Context: an optimization exercise on an open-source flow, tuned for a short achievable clock period and few clock cycles. The choices shown serve that exercise and are no tape-out recipe. Only simulation tests tie the RTL to the original design; equivalence was not proved. Power figures rest on the tool's default switching activity, not on a simulated workload.

`design/flow/design.v`:
```
`timescale 1ns/10ps
`default_nettype none
module alu (
  input  wire [31:0] a,
  input  wire [31:0] b,
  input  wire        opAdd,
  input  wire        opSub,
  input  wire        opAnd,
  input  wire        opOr,
  input  wire        opNor,
  input  wire        opSlt,
  output wire [31:0] sum,
  output wire [31:0] result
);
  wire        subtract = opSub | opSlt;
  wire [31:0] bb = subtract ? ~b : b;
  assign sum = a + bb + {31'd0, subtract};
  wire        lt = (a[31] != b[31]) ? a[31] : sum[31];
  assign result = ({32{opAdd | opSub}} & sum) |
                  ({32{opAnd}} & (a & b)) |
                  ({32{opOr}}  & (a | b)) |
                  ({32{opNor}} & ~(a | b)) |
                  ({31'd0, opSlt & lt});
endmodule
`default_nettype wire
`timescale 1ns/10ps
`default_nettype none
module regFile (
  input  wire        clk,
  input  wire        reset,
  input  wire [4:0]  addrA,
  input  wire [4:0]  addrB,
  input  wire [4:0]  writeAddr,
  input  wire [31:0] writeData,
  input  wire        writeEn,
  output wire [31:0] dataA,
  output wire [31:0] dataB
);
  reg [31:0] regs [1:31];
  integer i;
  always @(posedge clk or posedge reset) begin
    if (reset) begin
      for (i = 1; i < 32; i = i + 1) begin
        regs[i] <= 32'd0;
      end
    end else if (writeEn && writeAddr != 5'd0) begin
      regs[writeAddr] <= writeData;
    end
  end
  assign dataA = (addrA == 5'd0) ? 32'd0 :
                 (writeEn && writeAddr == addrA) ? writeData : regs[addrA];
  assign dataB = (addrB == 5'd0) ? 32'd0 :
                 (writeEn && writeAddr == addrB) ? writeData : regs[addrB];
endmodule
`default_nettype wire
`timescale 1ns/10ps
`default_nettype none
module mcCpu (
  input  wire        clk,
  input  wire        reset,
  input  wire [31:0] memData,
  input  wire        memReady,
  output wire [31:0] memAddr,
  output wire [31:0] memWdata,
  output wire        memRead,
  output wire        memWrite,
  output wire        halted,
  output wire [31:0] pc
);
  localparam integer IW  = 5;            
  localparam integer NE  = 1 << IW;      
  localparam integer TW  = 30 - IW;      
  localparam [29:0]  WIN = 30'd6;        
  reg        mq_rd, mq_wr, mq_d;
  reg [31:0] mq_a, mq_wd;
  reg        fl_v;
  reg [29:0] fl_a;
  reg [31:0] fl_d;
  reg [29:0] pfa;
  reg [29:0] fpc;
  reg        d_v, d_rdone;
  reg [31:0] d_ir;
  reg [29:0] d_pc;
  reg        x_v;
  reg [29:0] x_pc4, x_tgt;
  reg [4:0]  x_rs, x_rt, x_sr, x_rd;
  reg [31:0] x_a, x_b, x_sd;
  reg        x_add, x_sub, x_and, x_or, x_nor, x_slt;
  reg        x_ld, x_st, x_beq, x_bne, x_pred, x_halt;
  reg        m_we, m_fwd, m_ld;
  reg [4:0]  m_rd;
  reg [31:0] m_res;
  reg        w_we;
  reg [4:0]  w_rd;
  reg [31:0] w_val;
  reg        halt_r;
  reg [29:0] hpc;
  reg [NE-1:0] c_v;
  reg [TW-1:0] c_tag [0:NE-1];
  reg [31:0]   c_d   [0:NE-1];
  assign memAddr  = mq_a;
  assign memWdata = mq_wd;
  assign memRead  = mq_rd;
  assign memWrite = mq_wr;
  assign halted   = halt_r;
  assign pc       = {hpc, 2'b00};
  wire stallM = mq_d & ~memReady;
  wire [IW-1:0] fidx  = fpc[IW-1:0];
  wire          hitC  = c_v[fidx] & (c_tag[fidx] == fpc[29:IW]);
  wire          hitF  = fl_v & (fl_a == fpc);
  wire          fhit  = hitC | hitF;
  wire [31:0]   f_ir  = hitF ? fl_d : c_d[fidx];
  wire [5:0]  d_op = d_ir[31:26];
  wire [5:0]  d_fn = d_ir[5:0];
  wire [4:0]  d_rs = d_ir[25:21];
  wire [4:0]  d_rt = d_ir[20:16];
  wire [4:0]  d_rdf = d_ir[15:11];
  wire [15:0] d_imm = d_ir[15:0];
  wire d_isR   = (d_op == 6'b000000);
  wire d_fAdd  = d_isR & (d_fn == 6'b100000);
  wire d_fSub  = d_isR & (d_fn == 6'b100010);
  wire d_fAnd  = d_isR & (d_fn == 6'b100100);
  wire d_fOr   = d_isR & (d_fn == 6'b100101);
  wire d_fNor  = d_isR & (d_fn == 6'b100111);
  wire d_fSlt  = d_isR & (d_fn == 6'b101010);
  wire d_rOk   = d_fAdd | d_fSub | d_fAnd | d_fOr | d_fNor | d_fSlt;
  wire d_addi  = (d_op == 6'b001000);
  wire d_lui   = (d_op == 6'b001111);
  wire d_lw    = (d_op == 6'b100011);
  wire d_sw    = (d_op == 6'b101011);
  wire d_beq   = (d_op == 6'b000100);
  wire d_bne   = (d_op == 6'b000101);
  wire d_j     = (d_op == 6'b000010);
  wire d_legal = d_rOk | d_addi | d_lui | d_lw | d_sw | d_beq | d_bne | d_j;
  wire d_useRs = d_rOk | d_addi | d_lw | d_sw | d_beq | d_bne;
  wire d_useRt = d_rOk | d_sw | d_beq | d_bne;
  wire d_bReg  = d_rOk | d_beq | d_bne;         
  wire [4:0] d_dst = d_rOk ? d_rdf : ((d_addi | d_lui | d_lw) ? d_rt : 5'd0);
  wire [31:0] d_sext = {{16{d_imm[15]}}, d_imm};
  wire [31:0] d_immv = d_lui ? {d_imm, 16'h0000} : d_sext;
  wire [31:0] rfA, rfB;
  regFile u_regFile (
    .clk(clk),
    .reset(reset),
    .addrA(d_rs),
    .addrB(d_rt),
    .writeAddr(w_rd),
    .writeData(w_val),
    .writeEn(w_we),
    .dataA(rfA),
    .dataB(rfB)
  );
  wire d_hz = d_v & x_v & x_ld & (x_rd != 5'd0) &
              ((d_useRs & (d_rs == x_rd)) | (d_useRt & (d_rt == x_rd)));
  wire        d_sameR = (d_rs == d_rt);
  wire        d_predB = (d_bne & ~d_sameR) | (d_beq & (d_sameR | d_imm[15]));
  wire        d_pred  = d_j | d_predB;
  wire [29:0] d_pc4   = d_pc + 30'd1;
  wire [29:0] d_btgt  = d_pc4 + {{14{d_imm[15]}}, d_imm};
  wire [29:0] d_tgt   = d_j ? {d_pc4[29:26], d_ir[25:0]} : d_btgt;
  wire m_fA = m_fwd & (m_rd == x_rs);
  wire w_fA = w_we & (w_rd == x_rs);
  wire m_fB = m_fwd & (m_rd == x_rt);
  wire w_fB = w_we & (w_rd == x_rt);
  wire m_fS = m_fwd & (m_rd == x_sr);
  wire w_fS = w_we & (w_rd == x_sr);
  wire [31:0] fa = m_fA ? m_res : (w_fA ? w_val : x_a);
  wire [31:0] fb = m_fB ? m_res : (w_fB ? w_val : x_b);
  wire [31:0] fs = m_fS ? m_res : (w_fS ? w_val : x_sd);
  wire [31:0] x_sum, x_res;
  alu u_alu (
    .a(fa),
    .b(fb),
    .opAdd(x_add),
    .opSub(x_sub),
    .opAnd(x_and),
    .opOr(x_or),
    .opNor(x_nor),
    .opSlt(x_slt),
    .sum(x_sum),
    .result(x_res)
  );
  wire        x_eq    = (fa == fb);
  wire        x_taken = (x_beq & x_eq) | (x_bne & ~x_eq);
  wire        redirX  = x_v & (x_beq | x_bne) & (x_taken ^ x_pred);
  wire [29:0] tX      = x_taken ? x_tgt : x_pc4;
  wire        haltX   = x_v & x_halt;
  wire        flushX  = redirX | haltX | halt_r;
  wire        xMem    = x_v & (x_ld | x_st);
  wire redirD = d_v & d_pred & ~d_rdone & ~flushX;
  wire dHold  = d_v & (d_hz | stallM);       
  wire dAcc   = ~dHold;                       
  wire redir  = redirX | redirD;
  wire [29:0] tR = redirX ? tX : d_tgt;
  wire curFetchBusy = mq_rd & ~mq_d & ~memReady;
  wire inFlight     = mq_rd & ~mq_d & (mq_a[31:2] == fpc);
  wire demand       = ~fhit & ~inFlight;
  wire [IW-1:0] pidx  = pfa[IW-1:0];
  wire          pfHit = (c_v[pidx] & (c_tag[pidx] == pfa[29:IW])) | (fl_v & (fl_a == pfa));
  wire [29:0]   ahead = pfa - fpc;
  wire          behind = ahead[29];
  wire          inWin = (ahead < WIN);
  wire          stopF = halt_r | haltX;
  reg        n_rd, n_wr, n_d;
  reg [31:0] n_a, n_wd;
  reg [29:0] n_pfa;
  always @(*) begin
    n_rd  = 1'b0;
    n_wr  = 1'b0;
    n_d   = 1'b0;
    n_a   = mq_a;
    n_wd  = mq_wd;
    n_pfa = pfa;
    if (stallM) begin
      n_rd = mq_rd;
      n_wr = mq_wr;
      n_d  = 1'b1;
      if (redir) n_pfa = tR;
    end else if (xMem) begin
      n_rd = x_ld;
      n_wr = x_st;
      n_d  = 1'b1;
      n_a  = x_sum;
      n_wd = fs;
      if (redirD) n_pfa = d_tgt;
      else if (curFetchBusy) n_pfa = mq_a[31:2];    
    end else if (stopF) begin
      n_pfa = pfa;
    end else if (redir) begin
      n_rd  = 1'b1;
      n_a   = {tR, 2'b00};
      n_pfa = tR + 30'd1;
    end else if (curFetchBusy) begin
      n_rd = 1'b1;
    end else if (demand) begin
      n_rd  = 1'b1;
      n_a   = {fpc, 2'b00};
      n_pfa = fpc + 30'd1;
    end else if (inWin & ~pfHit) begin
      n_rd  = 1'b1;
      n_a   = {pfa, 2'b00};
      n_pfa = pfa + 30'd1;
    end else if (behind) begin
      n_pfa = fpc;
    end else if (inWin) begin
      n_pfa = pfa + 30'd1;
    end
  end
  integer k;
  always @(posedge clk or posedge reset) begin
    if (reset) begin
      mq_rd  <= 1'b1;           
      mq_wr  <= 1'b0;
      mq_d   <= 1'b0;
      mq_a   <= 32'd0;
      pfa    <= 30'd1;
      fpc    <= 30'd0;
      fl_v   <= 1'b0;
      d_v    <= 1'b0;
      d_rdone <= 1'b0;
      x_v    <= 1'b0;
      m_we   <= 1'b0;
      m_fwd  <= 1'b0;
      m_ld   <= 1'b0;
      w_we   <= 1'b0;
      halt_r <= 1'b0;
      hpc    <= 30'd0;
      c_v    <= {NE{1'b0}};
    end else begin
      mq_rd <= n_rd & ~halt_r;
      mq_wr <= n_wr & ~halt_r;
      mq_d  <= n_d & ~halt_r;
      mq_a  <= n_a;
      pfa   <= n_pfa;
      fl_v  <= mq_rd & ~mq_d & memReady;
      if (fl_v) c_v[fl_a[IW-1:0]] <= 1'b1;
      if (mq_wr && (c_tag[mq_a[IW+1:2]] == mq_a[31:IW+2])) c_v[mq_a[IW+1:2]] <= 1'b0;
      if (redir) fpc <= tR;
      else if (dAcc & fhit) fpc <= fpc + 30'd1;
      if (flushX) begin
        d_v <= 1'b0;
      end else if (dHold) begin
        if (redirD) d_rdone <= 1'b1;
      end else begin
        d_v     <= fhit & ~redirD & ~stopF;
        d_rdone <= 1'b0;
      end
      if (!stallM) x_v <= d_v & ~d_hz & ~flushX;
      if (!stallM) begin
        m_we  <= x_v & (x_rd != 5'd0);
        m_fwd <= x_v & (x_rd != 5'd0) & ~x_ld;
        m_ld  <= x_v & x_ld;
      end
      w_we <= m_we & ~stallM;
      if (haltX & ~stallM) begin
        halt_r <= 1'b1;
        hpc    <= x_pc4;
      end
    end
  end
  always @(posedge clk) begin
    mq_wd <= n_wd;
    fl_a  <= mq_a[31:2];
    fl_d  <= memData;
    if (fl_v) begin
      c_tag[fl_a[IW-1:0]] <= fl_a[29:IW];
      c_d[fl_a[IW-1:0]]   <= fl_d;
    end
    if (!dHold) begin
      d_ir <= f_ir;
      d_pc <= fpc;
    end
    if (!stallM) begin
      x_pc4  <= d_pc4;
      x_tgt  <= d_btgt;
      x_rs   <= d_useRs ? d_rs : 5'd0;
      x_rt   <= d_bReg ? d_rt : 5'd0;
      x_sr   <= d_sw ? d_rt : 5'd0;
      x_rd   <= d_legal ? d_dst : 5'd0;
      x_a    <= d_useRs ? rfA : 32'd0;
      x_b    <= d_bReg ? rfB : d_immv;
      x_sd   <= rfB;
      x_add  <= d_fAdd | d_addi | d_lui | d_lw | d_sw;
      x_sub  <= d_fSub;
      x_and  <= d_fAnd;
      x_or   <= d_fOr;
      x_nor  <= d_fNor;
      x_slt  <= d_fSlt;
      x_ld   <= d_lw;
      x_st   <= d_sw;
      x_beq  <= d_beq;
      x_bne  <= d_bne;
      x_pred <= d_predB;
      x_halt <= ~d_legal;
    end else begin
      if (redirX) x_pred <= x_taken;      
      x_a  <= fa;
      x_b  <= fb;
      x_sd <= fs;
    end
    if (!stallM) begin
      m_rd  <= x_rd;
      m_res <= x_res;
    end
    w_rd  <= m_rd;
    w_val <= m_ld ? memData : m_res;
  end
endmodule
`default_nettype wire
```
`design/flow/run.sh`:
```
#!/bin/bash
# synth_recipe.tcl (not shown) runs the flow's synth.tcl, then flattens the netlist and writes it again
# the make line also repeats each setting of config.mk as NAME=value (left out here)
make -C /OpenROAD-flow-scripts/flow DESIGN_CONFIG=/design/flow/config.mk WORK_HOME=/design/flow/orfs CLKGATE_MAP_FILE= SYNTH_SCRIPT=/design/flow/synth_recipe.tcl finish
```
`design/flow/config.mk`:
```
export PLATFORM = sky130hd
export DESIGN_NAME = mcCpu
export DESIGN_NICKNAME = mcCpu
export VERILOG_FILES = /design/flow/design.v
export SDC_FILE = /design/flow/constraint.sdc
export NUM_CORES = 8
export LEC_CHECK = 0
export CAP_MARGIN = 20
export CORE_MARGIN = 2
export CORE_UTILIZATION = 30
export GPL_ROUTABILITY_DRIVEN = 1
export SLEW_MARGIN = 20
```
`design/flow/constraint.sdc`:
```
create_clock -name core_clock -period 10.0 [get_ports {clk}]
set_input_delay 2.0000 -clock core_clock [delete_from_list [all_inputs] [get_ports {clk}]]
set_output_delay 2.0000 -clock core_clock [all_outputs]
set_load 0.01 [all_outputs]
```
==> run summary, run 1 <==
Status = finished clean
Psw = 0.0101 W
Avg Inst Size Synth = 14.0 um2
Clock Tree Buf Depth = 4
RR Startpoint = w_rd[0]$_DFF_P_
Gpl congestion = 0.952
Cells resized by post-CTS repair = 0
Clock Skew = 0.164 ns
GR Overflow Total = 0
Die Wd = 755 um
Hold-fix buffers, CTS = 0
Peak VDD IR = 172 uV
Crit path max-delay cell type = dfxtp_1
Part of the power in registers = 44.2%
Nets = 12.2k
Initial antenna violation count = 55
Clk latency of the worst-skew pair = 1.07 ns
Slew headroom = 14.9%
WL per Instance = 35.0 um
TritonCTS Buffers = 376
Maximum clock frequency = 111 MHz
Post-CTS setup buffer count = 0
Design Area, Final = 193,000 um2
Post-synthesis sequential area ratio = 55.8%
Crit path DAT = 9.97 ns
Synth Instances = 12.1k
Hold wc startpoint = m_we$_DFFE_PP0N_
CP dominant cell by count = mux2i_1
Crit path required time = 10.97 ns
Buf/Inv on CP = 3
Initial DRC count = 21.3k
Hold Path End = m_we$_DFFE_PP0N_
Port Buf Inserts = 131
Post-Route WL = 694,000 um
Die height = 755 um
Worst Max-Slew Pin Slew = 1.27 ns
DP Area = 180,000 um2
Crit-path max FO = 19
Worst hold path depth = 2
Async S/R FF share, synth = 34.1%
Combinational share of power = 14.9%
Pint = 0.0254 W
RSZ-0062 raised after global routing = no
Final period util = 90.0%
Worst reg2reg setup slack = 1.0 ns
# IOs = 134
Static Leak = 72.0 nW
Minimum clock period after layout = 9.00 ns
Iteration count of the initial detailed-routing pass = 10
Clock group share of total power = 40.9%
Setup TNS = 0 ns
DR DRC count = 0
Placed Instances = 19.1k
Clk sinks = 3,400
Hold Path Class = reg -> reg
Max-cap violation count = 0
Total die area = 570,000 um2
Top_reg_cell synth = edfxtp_1
Setup WS pre-CTS = 1.10 ns
Most frequent cells in the layout = edfxtp_1 (2,047), dfrtp_1 (1,143), mux2_2 (1,094)
# setup viols final = 0
Synth-to-layout area growth = 14.3%
WS Path Type = reg -> reg
Cell family contributing the most delay on the critical path = simple AND/OR/NAND/NOR gates
Number of synthesized flops with an enable pin = 2,047
Fin. Hold Viols = 0
Mapped cell area = 169,000 um2
Non-filler cells, final = 19.8k
First-pass GRT wire length = 952,000 um
CORE AREA = 561,000 um2
Reg2reg end = pfa[28]$_DFFE_PP0P_
Pin count of the biggest net entering global routing = 176
Overall Global Routing Usage = 23.4%
Critical Path Sink Type = register
Worst setup margin = 0.998 ns
FF-to-FF path depth = 26
Slowest Stage Delay on Critical Path = 0.98 ns
Worst Setup Start Kind = register
Sw Share = 28.4%
Vias in the first global route = 117k
Detailed-route via count = 122k
DRT antenna net count = 0
#FFs+latches synth = 3,400
CTS tree = yes
Layout cells sized above 1 = 27.0%
Post-DP HPWL = 418,000 um
Vias per cell = 6.16
Power Density = 184 nW/um2
CTS H-tree lvls = 5
CTS clk-pin slew, worst paths = 0.07 ns
Initial Utilization = 30.1%
Core Rows = 275
Synth cell types = 98
Max-slew violations = 0
Clk root buf = clkbuf_16
Most common cell after layout, fill and taps aside = edfxtp_1
Synth warn = 3
==> layout make-up <==
| class | count | area (um2) |
|---|---|---|
| diodes | 19 | 47.5 |
| fillers | 53736 | 368000 |
| clock buffers | 526 | 10700 |
| well taps | 7479 | 9360 |
| inverters | 177 | 686 |
| repair buffers | 591 | 5000 |
| multi-input cells | 7468 | 70900 |
| flip-flops and latches | 3400 | 94400 |
| clock inverters | 171 | 2140 |
==> tightest hold or removal path: cells and delay by family (launching register included) <==
family	cells	cell delay [ns]
AO/OA/AOI/OAI	1	0.06
AND/OR/NAND/NOR	1	0.04
flip-flops	1	0.34
==> cell families after synthesis <==
family                     Yosys count  share of synthesized area, %
DFF                               3400                          55.8
muxes                             2389                          22.0
AOI/OAI and AO/OA                 2365                          9.84
and+or+nand+nor                   2124                          6.07
buffers and inverters             1192                          2.87
xor gates and xnor gates           422                          2.19
adders and majority gates          166                          1.24
other                                1                       0.00222
==> worst max path at each step <==
stage               cells past startpoint  slack [ns]             endpoint            start
floorplan                               1       -7.99     c_v[0]$_DFF_PP0_            reset
global placement                       26        1.16  pfa[22]$_DFFE_PP0P_  w_rd[0]$_DFF_P_
detailed placement                     26        1.10  pfa[24]$_DFFE_PP0P_  w_rd[0]$_DFF_P_
CTS                                    26        1.20  pfa[24]$_DFFE_PP0P_  w_rd[0]$_DFF_P_
global route                           26        0.48  pfa[24]$_DFFE_PP0P_  w_rd[0]$_DFF_P_
finish                                 26         1.0  pfa[28]$_DFFE_PP0P_  w_rd[0]$_DFF_P_
==> synth_stat cells, types with 89 or more instances <==
master	count	share of area, %
clkbuf_1	706	1.6
nand2_1	535	1.2
nor3_1	177	0.52
a221oi_1	197	1.0
nand3_1	215	0.64
inv_1	165	0.37
nor2_1	548	1.2
nor4_1	89	0.33
mux2i_1	345	2.0
a22o_1	172	0.89
buf_1	176	0.39
dfrtp_1	1156	17
xnor2_1	285	1.5
a22oi_1	580	2.6
mux2_2	1094	7.3
edfxtp_1	2047	36
dfxtp_1	195	2.3
o21ai_0	252	0.75
xor2_1	137	0.71
mux4_2	948	13
a21oi_1	489	1.4
ha_1	163	1.2
a31oi_1	105	0.39
nand4_1	205	0.76
==> power by group through the flow <==
stage	Combinational, W	Clock, W	Sequential, W
finish	0.00528	0.0145	0.0157
floorplan	0.00313	0	0.0158
global route	0.00546	0.0152	0.0157
CTS	0.00512	0.0146	0.0157
global placement	0.00510	0	0.0160
detailed placement	0.00511	0	0.0160
==> layer usage <==
layer	wire length, um	GRT usage [%]	vias to the layer above
met5	352	0.278	-
met4	48200	12.8	22
met3	96900	8.39	2357
met2	296000	34.6	9364
met1	253000	29.9	62616
li1	-	-	47727
==> through the flow <==
step	utilization [%]	power [W]	hold slack [ns]
final	34.4	0.0355	0.477
after global routing	34.4	0.0363	0.501
after CTS	34.4	0.0354	0.477
after detailed placement	32.1	0.0211	0.467
after global placement	32.1	0.0211	0.458
after floorplan	-	0.0189	0.423
==> state kept, by name (all words and copies together), names as in the netlist, 30 cells and up <==
name,count
fl_a,30
pfa,30
mq_a,32
x_tgt,30
mq_wd,32
w_val,32
hpc,30
x_b,32
x_sd,32
d_ir,32
u_regFile.regs,992
x_pc4,30
d_pc,30
m_res,32
c_tag,800
fpc,30
fl_d,32
c_d,1024
c_v,32
x_a,32
Testbench counts, summed over its fixed seeds: cycles 34,772.
==> run 2, diff against run 1 <==
--- a/design/flow/design.v
+++ b/design/flow/design.v
@@ -38,18 +38,21 @@
 );
   reg [31:0] regs [1:31];
-  integer i;
+  reg [31:1] written;
   always @(posedge clk or posedge reset) begin
     if (reset) begin
-      for (i = 1; i < 32; i = i + 1) begin
-        regs[i] <= 32'd0;
-      end
+      written <= 31'd0;
     end else if (writeEn && writeAddr != 5'd0) begin
+      written[writeAddr] <= 1'b1;
+    end
+  end
+  always @(posedge clk) begin
+    if (writeEn && writeAddr != 5'd0) begin
       regs[writeAddr] <= writeData;
     end
   end
-  assign dataA = (addrA == 5'd0) ? 32'd0 :
-                 (writeEn && writeAddr == addrA) ? writeData : regs[addrA];
-  assign dataB = (addrB == 5'd0) ? 32'd0 :
-                 (writeEn && writeAddr == addrB) ? writeData : regs[addrB];
+  wire [31:0] rA = (addrA == 5'd0) ? 32'd0 : (written[addrA] ? regs[addrA] : 32'd0);
+  wire [31:0] rB = (addrB == 5'd0) ? 32'd0 : (written[addrB] ? regs[addrB] : 32'd0);
+  assign dataA = (writeEn && writeAddr == addrA && addrA != 5'd0) ? writeData : rA;
+  assign dataB = (writeEn && writeAddr == addrB && addrB != 5'd0) ? writeData : rB;
 endmodule
 `default_nettype wire
@@ -68,8 +71,9 @@
   output wire [31:0] pc
 );
-  localparam integer IW  = 5;            
+  localparam integer IW  = 6;            
   localparam integer NE  = 1 << IW;      
   localparam integer TW  = 30 - IW;      
-  localparam [29:0]  WIN = 30'd6;        
+  localparam [29:0]  WIN = 30'd24;       
+  localparam [29:0]  FAR = 30'd48;       
   reg        mq_rd, mq_wr, mq_d;
   reg [31:0] mq_a, mq_wd;
@@ -79,7 +83,7 @@
   reg [29:0] pfa;
   reg [29:0] fpc;
-  reg        d_v, d_rdone;
+  reg        d_v, d_pred;
   reg [31:0] d_ir;
-  reg [29:0] d_pc;
+  reg [29:0] d_pc, d_t;
   reg        x_v;
   reg [29:0] x_pc4, x_tgt;
@@ -99,4 +103,6 @@
   reg [TW-1:0] c_tag [0:NE-1];
   reg [31:0]   c_d   [0:NE-1];
+  reg [NE-1:0] c_p;
+  reg [29:0]   c_t   [0:NE-1];
   assign memAddr  = mq_a;
   assign memWdata = mq_wd;
@@ -106,9 +112,20 @@
   assign pc       = {hpc, 2'b00};
   wire stallM = mq_d & ~memReady;
-  wire [IW-1:0] fidx  = fpc[IW-1:0];
-  wire          hitC  = c_v[fidx] & (c_tag[fidx] == fpc[29:IW]);
-  wire          hitF  = fl_v & (fl_a == fpc);
-  wire          fhit  = hitC | hitF;
-  wire [31:0]   f_ir  = hitF ? fl_d : c_d[fidx];
+  wire [5:0]  fl_op   = fl_d[31:26];
+  wire        fl_j    = (fl_op == 6'b000010);
+  wire        fl_beq  = (fl_op == 6'b000100);
+  wire        fl_bne  = (fl_op == 6'b000101);
+  wire        fl_same = (fl_d[25:21] == fl_d[20:16]);
+  wire        fl_pred = fl_j | (fl_bne & ~fl_same) | (fl_beq & (fl_same | fl_d[15]));
+  wire [29:0] fl_pc4  = fl_a + 30'd1;
+  wire [29:0] fl_tgt  = fl_j ? {fl_pc4[29:26], fl_d[25:0]}
+                             : fl_pc4 + {{14{fl_d[15]}}, fl_d[15:0]};
+  wire [IW-1:0] fidx = fpc[IW-1:0];
+  wire          hitC = c_v[fidx] & (c_tag[fidx] == fpc[29:IW]);
+  wire          hitF = fl_v & (fl_a == fpc);
+  wire          fhit = hitC | hitF;
+  wire [31:0]   f_ir = hitF ? fl_d : c_d[fidx];
+  wire          f_p  = hitF ? fl_pred : c_p[fidx];
+  wire [29:0]   f_t  = hitF ? fl_tgt : c_t[fidx];
   wire [5:0]  d_op = d_ir[31:26];
   wire [5:0]  d_fn = d_ir[5:0];
@@ -153,10 +170,4 @@
   wire d_hz = d_v & x_v & x_ld & (x_rd != 5'd0) &
               ((d_useRs & (d_rs == x_rd)) | (d_useRt & (d_rt == x_rd)));
-  wire        d_sameR = (d_rs == d_rt);
-  wire        d_predB = (d_bne & ~d_sameR) | (d_beq & (d_sameR | d_imm[15]));
-  wire        d_pred  = d_j | d_predB;
-  wire [29:0] d_pc4   = d_pc + 30'd1;
-  wire [29:0] d_btgt  = d_pc4 + {{14{d_imm[15]}}, d_imm};
-  wire [29:0] d_tgt   = d_j ? {d_pc4[29:26], d_ir[25:0]} : d_btgt;
   wire m_fA = m_fwd & (m_rd == x_rs);
   wire w_fA = w_we & (w_rd == x_rs);
@@ -188,18 +199,19 @@
   wire        flushX  = redirX | haltX | halt_r;
   wire        xMem    = x_v & (x_ld | x_st);
-  wire redirD = d_v & d_pred & ~d_rdone & ~flushX;
-  wire dHold  = d_v & (d_hz | stallM);       
-  wire dAcc   = ~dHold;                       
-  wire redir  = redirX | redirD;
-  wire [29:0] tR = redirX ? tX : d_tgt;
+  wire        stopF   = halt_r | haltX;
+  wire dHold = d_v & (d_hz | stallM);        
+  wire fgo   = ~dHold & fhit & ~flushX;      
+  wire fjump = fgo & f_p;                    
   wire curFetchBusy = mq_rd & ~mq_d & ~memReady;
-  wire inFlight     = mq_rd & ~mq_d & (mq_a[31:2] == fpc);
-  wire demand       = ~fhit & ~inFlight;
+  wire inFlightF    = mq_rd & ~mq_d & (mq_a[31:2] == fpc);
+  wire demand       = ~fhit & ~inFlightF & ~stopF;
   wire [IW-1:0] pidx  = pfa[IW-1:0];
-  wire          pfHit = (c_v[pidx] & (c_tag[pidx] == pfa[29:IW])) | (fl_v & (fl_a == pfa));
-  wire [29:0]   ahead = pfa - fpc;
-  wire          behind = ahead[29];
-  wire          inWin = (ahead < WIN);
-  wire          stopF = halt_r | haltX;
+  wire          pfHit = (c_v[pidx] & (c_tag[pidx] == pfa[29:IW])) |
+                        (fl_v & (fl_a == pfa)) |
+                        (mq_rd & ~mq_d & (mq_a[31:2] == pfa));
+  wire [29:0]   ahead  = pfa - fpc;
+  wire          inWin  = (ahead < WIN);
+  wire          resync = ~(ahead < FAR);            
+  wire          pfNeed = inWin & ~pfHit & ~stopF;
   reg        n_rd, n_wr, n_d;
   reg [31:0] n_a, n_wd;
@@ -211,10 +223,11 @@
     n_a   = mq_a;
     n_wd  = mq_wd;
-    n_pfa = pfa;
+    if (resync)                n_pfa = fpc;
+    else if (inWin & pfHit)    n_pfa = pfa + 30'd1;
+    else                       n_pfa = pfa;
     if (stallM) begin
       n_rd = mq_rd;
       n_wr = mq_wr;
       n_d  = 1'b1;
-      if (redir) n_pfa = tR;
     end else if (xMem) begin
       n_rd = x_ld;
@@ -223,29 +236,17 @@
       n_a  = x_sum;
       n_wd = fs;
-      if (redirD) n_pfa = d_tgt;
-      else if (curFetchBusy) n_pfa = mq_a[31:2];    
-    end else if (stopF) begin
-      n_pfa = pfa;
-    end else if (redir) begin
-      n_rd  = 1'b1;
-      n_a   = {tR, 2'b00};
-      n_pfa = tR + 30'd1;
+      if (curFetchBusy) n_pfa = mq_a[31:2];    
     end else if (curFetchBusy) begin
-      n_rd = 1'b1;
+      n_rd = 1'b1;                             
     end else if (demand) begin
-      n_rd  = 1'b1;
-      n_a   = {fpc, 2'b00};
-      n_pfa = fpc + 30'd1;
-    end else if (inWin & ~pfHit) begin
+      n_rd = 1'b1;
+      n_a  = {fpc, 2'b00};
+      if (pfa == fpc) n_pfa = fpc + 30'd1;
+    end else if (pfNeed) begin
       n_rd  = 1'b1;
       n_a   = {pfa, 2'b00};
       n_pfa = pfa + 30'd1;
-    end else if (behind) begin
-      n_pfa = fpc;
-    end else if (inWin) begin
-      n_pfa = pfa + 30'd1;
     end
   end
-  integer k;
   always @(posedge clk or posedge reset) begin
     if (reset) begin
@@ -258,5 +259,4 @@
       fl_v   <= 1'b0;
       d_v    <= 1'b0;
-      d_rdone <= 1'b0;
       x_v    <= 1'b0;
       m_we   <= 1'b0;
@@ -265,5 +265,4 @@
       w_we   <= 1'b0;
       halt_r <= 1'b0;
-      hpc    <= 30'd0;
       c_v    <= {NE{1'b0}};
     end else begin
@@ -276,14 +275,9 @@
       if (fl_v) c_v[fl_a[IW-1:0]] <= 1'b1;
       if (mq_wr && (c_tag[mq_a[IW+1:2]] == mq_a[31:IW+2])) c_v[mq_a[IW+1:2]] <= 1'b0;
-      if (redir) fpc <= tR;
-      else if (dAcc & fhit) fpc <= fpc + 30'd1;
-      if (flushX) begin
-        d_v <= 1'b0;
-      end else if (dHold) begin
-        if (redirD) d_rdone <= 1'b1;
-      end else begin
-        d_v     <= fhit & ~redirD & ~stopF;
-        d_rdone <= 1'b0;
-      end
+      if (redirX)     fpc <= tX;
+      else if (fjump) fpc <= f_t;
+      else if (fgo)   fpc <= fpc + 30'd1;
+      if (flushX)     d_v <= 1'b0;
+      else if (!dHold) d_v <= fgo;
       if (!stallM) x_v <= d_v & ~d_hz & ~flushX;
       if (!stallM) begin
@@ -293,8 +287,5 @@
       end
       w_we <= m_we & ~stallM;
-      if (haltX & ~stallM) begin
-        halt_r <= 1'b1;
-        hpc    <= x_pc4;
-      end
+      if (haltX & ~stallM) halt_r <= 1'b1;
     end
   end
@@ -306,12 +297,17 @@
       c_tag[fl_a[IW-1:0]] <= fl_a[29:IW];
       c_d[fl_a[IW-1:0]]   <= fl_d;
+      c_p[fl_a[IW-1:0]]   <= fl_pred;
+      c_t[fl_a[IW-1:0]]   <= fl_tgt;
     end
+    if (haltX & ~stallM) hpc <= x_pc4;
     if (!dHold) begin
-      d_ir <= f_ir;
-      d_pc <= fpc;
+      d_ir   <= f_ir;
+      d_pc   <= fpc;
+      d_pred <= f_p;
+      d_t    <= f_t;
     end
     if (!stallM) begin
-      x_pc4  <= d_pc4;
-      x_tgt  <= d_btgt;
+      x_pc4  <= d_pc + 30'd1;
+      x_tgt  <= d_t;
       x_rs   <= d_useRs ? d_rs : 5'd0;
       x_rt   <= d_bReg ? d_rt : 5'd0;
@@ -331,11 +327,11 @@
       x_beq  <= d_beq;
       x_bne  <= d_bne;
-      x_pred <= d_predB;
+      x_pred <= d_pred;
       x_halt <= ~d_legal;
     end else begin
-      if (redirX) x_pred <= x_taken;      
       x_a  <= fa;
       x_b  <= fb;
       x_sd <= fs;
+      if (redirX) x_pred <= x_taken;      
     end
     if (!stallM) begin
--- a/design/flow/config.mk
+++ b/design/flow/config.mk
@@ -6,7 +6,9 @@
 export NUM_CORES = 8
 export LEC_CHECK = 0
+export ABC_CLOCK_PERIOD_IN_PS = 3000
 export CAP_MARGIN = 20
 export CORE_MARGIN = 2
 export CORE_UTILIZATION = 30
 export GPL_ROUTABILITY_DRIVEN = 1
+export SETUP_SLACK_MARGIN = 5
 export SLEW_MARGIN = 20
==> run 2 against run 1 <==
  * Sequential power increased by 110%
  * Highest routed layer unchanged
  * Still clean
  * Clock power increased by 98%
  * Clock skew increased by 0.016 ns
  * First-iteration DRC count increased by 61%
  * Critical path type unchanged
  * Routed wire length increased by 84%
  * Final cell count increased by 70%
==> run summary, run 2 <==
Initial antenna violation count = 134 (+140%)
Overall Global Routing Usage = 22.4% (-1.0 points)
Die Wd = 1050 um (+39%)
Synth warn = 2 (-1)
Gpl congestion = 0.984 (+3.4%)
WS Path Type = reg -> reg
Fin. Hold Viols = 0 (unchanged)
Number of synthesized flops with an enable pin = 6,844 (+230%)
Post-Route WL = 1,280,000 um (+84%)
DRT antenna net count = 0 (unchanged)
Avg Inst Size Synth = 18.4 um2 (+31%)
Mapped cell area = 327,000 um2 (+94%)
Non-filler cells, final = 33.8k (+70%)
Pin count of the biggest net entering global routing = 156 (-11%)
Setup WS pre-CTS = 1.55 ns (+0.444 ns)
Crit path required time = 11.06 ns (+0.09 ns)
Post-synthesis sequential area ratio = 65.6% (+9.8 points)
Total die area = 1,100,000 um2 (+93%)
CTS H-tree lvls = 6 (+1)
Most common cell after layout, fill and taps aside = edfxtp_1
# setup viols final = 0 (unchanged)
Port Buf Inserts = 131 (unchanged)
Psw = 0.0131 W (+30%)
CORE AREA = 1,090,000 um2 (+94%)
Slew headroom = 12.0% (-2.9 points)
Synth top cells by count = edfxtp_1 (6,844), mux4_2 (2,809), mux2i_1 (1,076), nand2_1 (822), clkbuf_1 (765)
Initial Utilization = 30.1% (-0.035 points)
Initial DRC count = 34.2k (+61%)
Detailed-route via count = 203k (+66%)
Async S/R FF share, synth = 2.73% (-31 points)
Die height = 1050 um (+39%)
Peak VDD IR = 185 uV (+7.8%)
Synth Instances = 17.8k (+47%)
First-pass GRT wire length = 1,710,000 um (+79%)
Layout cells sized above 1 = 30.9% (+3.9 points)
Clock Tree Buf Depth = 4 (unchanged)
Static Leak = 131 nW (+82%)
Most frequent cells in the layout = edfxtp_1 (6,844), mux4_2 (2,809), mux2i_1 (1,043)
# IOs = 134 (unchanged)
Count leader, synth = edfxtp_1
Total power = 0.0624 W (+76%)
Status = finished clean
Synth cell types = 96 (-2.0%)
Vias in the first global route = 194k (+65%)
Clk sinks = 7,247 (+110%)
CTS clk-pin slew, worst paths = 0.06 ns (about the same)
Clock group share of total power = 46.0% (+5.1 points)
Clk latency of the worst-skew pair = 1.28 ns (+0.21 ns)
Vias per cell = 6.00 (-2.5%)
Area leader, netlist = edfxtp_1
Nets = 18.8k (+54%)
Final period util = 59.6% (-30 points)
CTS tree = yes
Max-cap violation count = 0 (unchanged)
Combinational share of power = 1.0% (-14 points)
Worst Max-Slew Pin Slew = 1.32 ns (+0.0554 ns)
Top post-synthesis cells by area = edfxtp_1 (63%), mux4_2 (19%), mux2i_1 (3.3%)
Setup TNS = 0 ns (unchanged)
Hold Path Class = reg -> reg
Minimum clock period after layout = 5.96 ns (-3.04 ns)
GR Overflow Total = 0 (unchanged)
TritonCTS Buffers = 753 (+100%)
WL per Instance = 37.8 um (+8.0%)
#FFs+latches synth = 7,247 (+110%)
Clock Skew = 0.180 ns (+0.0156 ns)
Synth-to-layout area growth = 17.5%
Pint = 0.0494 W (+94%)
Iteration count of the initial detailed-routing pass = 7 (-3)
Crit path DAT = 7.02 ns (-2.95 ns)
Worst Setup Start Kind = register
Power Density = 162 nW/um2 (-12%)
Worst setup margin = 4.04 ns (+3.04 ns)
Core Rows = 383 (+39%)
# fillers = 100k (+87%)
Sw Share = 20.9% (-7.5 points)
Placed Instances = 31.8k (+66%)
Max reg flops = 2,048 (+100%)
Maximum clock frequency = 168 MHz (+51%)
Post-synth top area share = 62.8% (+26 points)
Critical Path Sink Type = register
RSZ-0062 raised after global routing = yes
DR DRC count = 0 (unchanged)
Top_reg_cell synth = edfxtp_1
Crit-path max FO = 9 (-10)
Clk root buf = clkbuf_16
Part of the power in registers = 53.0% (+8.8 points)
Max-slew violations = 0 (unchanged)
Fin util = 35.3% (+0.91 points)
Post-DP HPWL = 735,000 um (+76%)
## run 2: layout make-up
| cell class | instances | area, um2 | area share (%) |
|---|---|---|---|
| Sequential cell | 7247 | 215000 | 55.9 |
| Multi-Input combinational cell | 9092 | 111000 | 28.8 |
| Clock buffer | 968 | 20200 | 5.25 |
| Tap cell | 14437 | 18100 | 4.70 |
| Timing Repair Buffer | 1308 | 14700 | 3.82 |
| Clock inverter | 426 | 4920 | 1.28 |
| Inverter | 163 | 734 | 0.191 |
| Antenna cell | 116 | 290 | 0.0755 |
| Timing Repair inverter | 3 | 40.0 | 0.0104 |
## run 2: routing by layer
layer / vias to the layer above / GRT usage [%] / wire length [um]
met5: - / 0 / 720
met4: 42 / 13.7 / 94300
met3: 3607 / 7.69 / 169000
met2: 15525 / 33.1 / 556000
met1: 107551 / 28.4 / 456000
li1: 75942 / - / -
## run 2: stage by stage
step	hold slack, ns	area, um2
global placement	0.401	349000
detailed placement	0.405	349000
floorplan	0.400	328000
CTS	0.376	382000
global route	0.393	384000
finish	0.377	384000
## run 2: timing repair
item,4_1_cts,5_1_grt
gates cloned,66,12
endpoints found under the setup margin,1550,306
buffers inserted,300,75
resized for setup,805,227
pin swaps,155,112
hold buffers,0,0
## run 2: cells by family (layout without fill, tap and decap cells)
family	count (synthesis)	in the layout	share of synthesized area, %
adder cells (fa/ha/maj)	182	182	0.701
flip-flops	7247	7247	65.6
XOR/XNOR	507	507	1.36
AO/OA/AOI/OAI	2103	2104	4.27
multiplexers	3985	3985	23.0
other	1	118	0.00115
buffers and inverters	1432	2868	1.89
AND/OR/NAND/NOR	2304	2312	3.22
## run 2: worst paths after layout
path	start	end	slack, ns	cells after the start
worst max-delay path	pfa[0]$_DFF_PP1_	pfa[24]$_DFF_PP0_	4.04	19
min in group asynchronous	reset	m_fwd$_DFFE_PP0N_	1.83	2
worst max register to register	pfa[0]$_DFF_PP1_	pfa[24]$_DFF_PP0_	4.04	19
worst min register to register	d_t[17]$_DFFE_PN_	x_tgt[17]$_DFFE_PN_	0.38	0
max in group asynchronous	reset	c_v[9]$_DFF_PP0_	6.61	4
worst min-delay path	d_t[17]$_DFFE_PN_	x_tgt[17]$_DFFE_PN_	0.38	0
## run 2: worst max-delay path, stage by stage (launching register included)
cell and delay, ns:
dfstp_4 0.70, buf_16 0.20, buf_16 0.15, buf_16 0.14, mux4_2 0.56, mux2i_4 0.20
a21oi_4 0.12, o211ai_1 0.92, xor2_1 0.25, nand2_1 0.09, or4_4 0.56, buf_6 0.14
o41ai_4 0.50, buf_4 0.22, nor4_4 0.05, buf_6 0.14, o21a_4 0.27, buf_6 0.16
a221o_1 0.31, o211ai_1 0.10
## run 2: power groups by stage
| stage | clock (W) | sequential (W) | combinational, W |
|---|---|---|---|
| floorplan | 0 | 0.0338 | 0.000181 |
| global route | 0.0301 | 0.0331 | 0.000642 |
| global placement | 0 | 0.0338 | 0.000529 |
| detailed placement | 0 | 0.0338 | 0.000561 |
| CTS | 0.0290 | 0.0331 | 0.000580 |
| finish | 0.0287 | 0.0331 | 0.000604 |
Testbench counts of run 2, summed over its fixed seeds: cycles 28,417.

## afterwards: timing with drivers on the ports
Ports are ideal in the flow. The routed layouts listed here were re-timed in OpenROAD.
Step 1: set_driving_cell puts a clkbuf_16 on clk and a buf_2 on each other input, an assumption about the parent block.
Step 2 also shifts input and output timing later by t, the mid clock arrival at the registers, as if the neighbouring blocks saw the same clock.
Slacks: no drivers / after step 1 / after step 2; pairs: no drivers / after step 1.
run	shift t [ns]	setup WS [ns]	worst register clock-pin slew, ns
run 1	1.119	0.998 / 0.998 / 0.998	0.07 / 0.07
run 2	1.361	4.040 / 4.040 / 3.545	0.07 / 0.07
After both steps setup and hold are still met in every run listed. For run 2, which loses most, drivers alone change the setup slack by 0.000 ns; drivers and shift together by -0.495 ns.
